Background: an optimization exercise with open tools, aiming at small area. Do not read the settings as production practice.
In this exercise RTL edits were held to simulation tests only and were not proved equivalent to the original.
Power figures rest on the tool's default switching activity, not on a simulated workload.

==> flow/design.v <==
package jpeg_byte_pkg;
    typedef logic [8-1:0] byte_t;
    typedef logic [4*8-1:0] word_t;
    typedef logic [8*8-1:0] group_data_t;
    typedef logic [$clog2(8+1)-1:0] group_len_t;
endpackage
package stuff_stream_pkg;
    typedef struct packed {
        logic [8*8-1:0]       data;   
        logic [$clog2(8+1)-1:0] len;    
    } stuffed_group_t;
    typedef struct packed {
        logic empty;
        logic full;
    } fifo_status_t;
endpackage
`timescale 1ns/1ps
module ff_stuffer_top (
    input  logic                 clk,
    input  logic                 rst,
    input  logic                 in_valid,    
    input  jpeg_byte_pkg::word_t in_word,
    output logic                 out_valid,
    output jpeg_byte_pkg::word_t out_word
);
    logic [7:0] a [4];           
    logic [3:0] g;               
    logic [3:0] n [4];           
    logic [7:0] b [1:3];         
    logic [1:3] f;               
    logic [2:0] k;               
    always_comb begin
        for (int i = 0; i < 4; i++) begin
            a[i] = in_word[(3-i)*8 +: 8];
            g[i] = (a[i] == 8'hFF);
        end
        n[0] = 4'd0;
        for (int i = 1; i < 4; i++)
            n[i] = n[i-1] + 4'd1 + {3'd0, g[i-1]};
        for (int i = 1; i < 4; i++)
            f[i] = (b[i] == 8'hFF);
    end
    always_comb begin
        for (int j = 0; j < 4; j++) begin
            logic [7:0] o;
            o = 8'h00;
            if ({1'b0, k} == 4'(j + 1) + {3'd0, f[3]})
                o = o | b[3];
            if ({1'b0, k} == 4'(j + 2) + {3'd0, f[2]} + {3'd0, f[3]})
                o = o | b[2];
            if ({1'b0, k} == 4'(j + 3) + {3'd0, f[1]} + {3'd0, f[2]} + {3'd0, f[3]})
                o = o | b[1];
            for (int i = 0; i <= j; i++)
                if ({1'b0, k} + n[i] == 4'(j))
                    o = o | a[i];
            out_word[(3-j)*8 +: 8] = o;
        end
    end
    assign out_valid = in_valid || k[2];
    always_ff @(posedge clk) begin
        if (in_valid) begin
            b[1] <= a[1];
            b[2] <= a[2];
            b[3] <= a[3];
        end
    end
    always_ff @(posedge clk) begin
        if (rst)
            k <= 3'd0;
        else if (in_valid)
            k <= {1'b0, k[1:0]} + 3'(g[0]) + 3'(g[1]) + 3'(g[2]) + 3'(g[3]);
        else if (k[2])
            k <= {1'b0, k[1:0]};
    end
endmodule
Settings: LEC_CHECK=0, CAP_MARGIN=20, CORE_MARGIN=2, CORE_UTILIZATION=40, SLEW_MARGIN=20; clock period 5.0 ns.
run.sh (not shown) runs the stock make flow with config.mk's settings and CLKGATE_MAP_FILE= SYNTH_SCRIPT=/design/flow/synth_recipe.tcl, a recipe that flattens the netlist after the stock synthesis.
==> next run, changes <==
--- a/flow/design.v
+++ b/flow/design.v
@@ -25,34 +25,52 @@
 );
     logic [7:0] a [4];           
     logic [3:0] g;               
-    logic [3:0] n [4];           
     logic [7:0] b [1:3];         
     logic [1:3] f;               
     logic [2:0] k;               
+    logic [7:0] kh;              
+    logic [3:0] sa [4];          
+    logic [3:0] sb [1:3];        
     always_comb begin
         for (int i = 0; i < 4; i++) begin
             a[i] = in_word[(3-i)*8 +: 8];
-            g[i] = (a[i] == 8'hFF);
+            g[i] = &a[i];
         end
-        n[0] = 4'd0;
         for (int i = 1; i < 4; i++)
-            n[i] = n[i-1] + 4'd1 + {3'd0, g[i-1]};
-        for (int i = 1; i < 4; i++)
-            f[i] = (b[i] == 8'hFF);
+            f[i] = &b[i];
+        for (int i = 0; i < 8; i++)
+            kh[i] = (k == 3'(i));
+    end
+    always_comb begin
+        for (int j = 0; j < 4; j++) begin
+            sb[3][j] = f[3] ? kh[j+2] : kh[j+1];
+            case ({f[2], f[3]})
+                2'b00:   sb[2][j] = kh[j+2];
+                2'b11:   sb[2][j] = (j + 4 < 8) ? kh[j+4] : 1'b0;
+                default: sb[2][j] = kh[j+3];
+            endcase
+            case ({f[1], f[2], f[3]})
+                3'b000:               sb[1][j] = kh[j+3];
+                3'b001, 3'b010, 3'b100: sb[1][j] = (j + 4 < 8) ? kh[j+4] : 1'b0;
+                3'b111:               sb[1][j] = (j + 6 < 8) ? kh[j+6] : 1'b0;
+                default:              sb[1][j] = (j + 5 < 8) ? kh[j+5] : 1'b0;
+            endcase
+            sa[0][j] = kh[j];
+            sa[1][j] = (j >= 1) && (g[0] ? (j >= 2 && kh[j-2]) : kh[j-1]);
+        end
+        sa[2] = 4'b0000;
+        sa[2][2] = kh[0] && !g[0] && !g[1];
+        sa[2][3] = kh[1] && !g[0] && !g[1] || kh[0] && (g[0] ^ g[1]);
+        sa[3] = {kh[0] && !g[0] && !g[1] && !g[2], 3'b000};
     end
     always_comb begin
         for (int j = 0; j < 4; j++) begin
             logic [7:0] o;
             o = 8'h00;
-            if ({1'b0, k} == 4'(j + 1) + {3'd0, f[3]})
-                o = o | b[3];
-            if ({1'b0, k} == 4'(j + 2) + {3'd0, f[2]} + {3'd0, f[3]})
-                o = o | b[2];
-            if ({1'b0, k} == 4'(j + 3) + {3'd0, f[1]} + {3'd0, f[2]} + {3'd0, f[3]})
-                o = o | b[1];
-            for (int i = 0; i <= j; i++)
-                if ({1'b0, k} + n[i] == 4'(j))
-                    o = o | a[i];
+            for (int i = 1; i < 4; i++)
+                o = o | ({8{sb[i][j]}} & b[i]);
+            for (int i = 0; i < 4; i++)
+                o = o | ({8{sa[i][j]}} & a[i]);
             out_word[(3-j)*8 +: 8] = o;
         end
     end
Outcome:
- The new run finished with timing, DRC and antenna clean
- global-route usage is higher by 2.5 points
- synthesized cell count decreases by 20%
- worst setup slack improves by 37 ps
- power decreases by 2.9%
- critical path depth drops by 7
- hold slack improved by 20 ps
- via count drops by 12%
- sequential share of layout area is higher by 4.7 points
- area after synthesis drops by 22%
- non-clock buffer count went down by 26

==> static timing again, ports no longer ideal <==
The flow's constraints put no driver on any port. The routed layouts listed below were extracted and timed again, unchanged, in two steps. Step 1, drivers: a clkbuf_16 drives clk and a buf_2 each remaining input, both assumed. Step 2 also shifts input and output timing later by t, the mid clock arrival at the registers, as if the neighbouring blocks saw the same clock. Slacks: ideal ports / drivers / drivers and shift; pairs: ideal ports / drivers.
| run | t, ns | setup slack, ns | worst setup path at the end | worst data-port slew with drivers (ns) |
|---|---|---|---|---|
| the first run | 0.329 | 0.115 / 0.081 / 0.081 | input to output | 0.04 |
| the second run | 0.316 | 0.152 / 0.121 / 0.142 | input to output | 0.04 |
After both steps setup and hold are still met in every run listed. For the first run, which loses most, drivers alone change the setup slack by -0.034 ns; drivers and shift together by -0.034 ns.
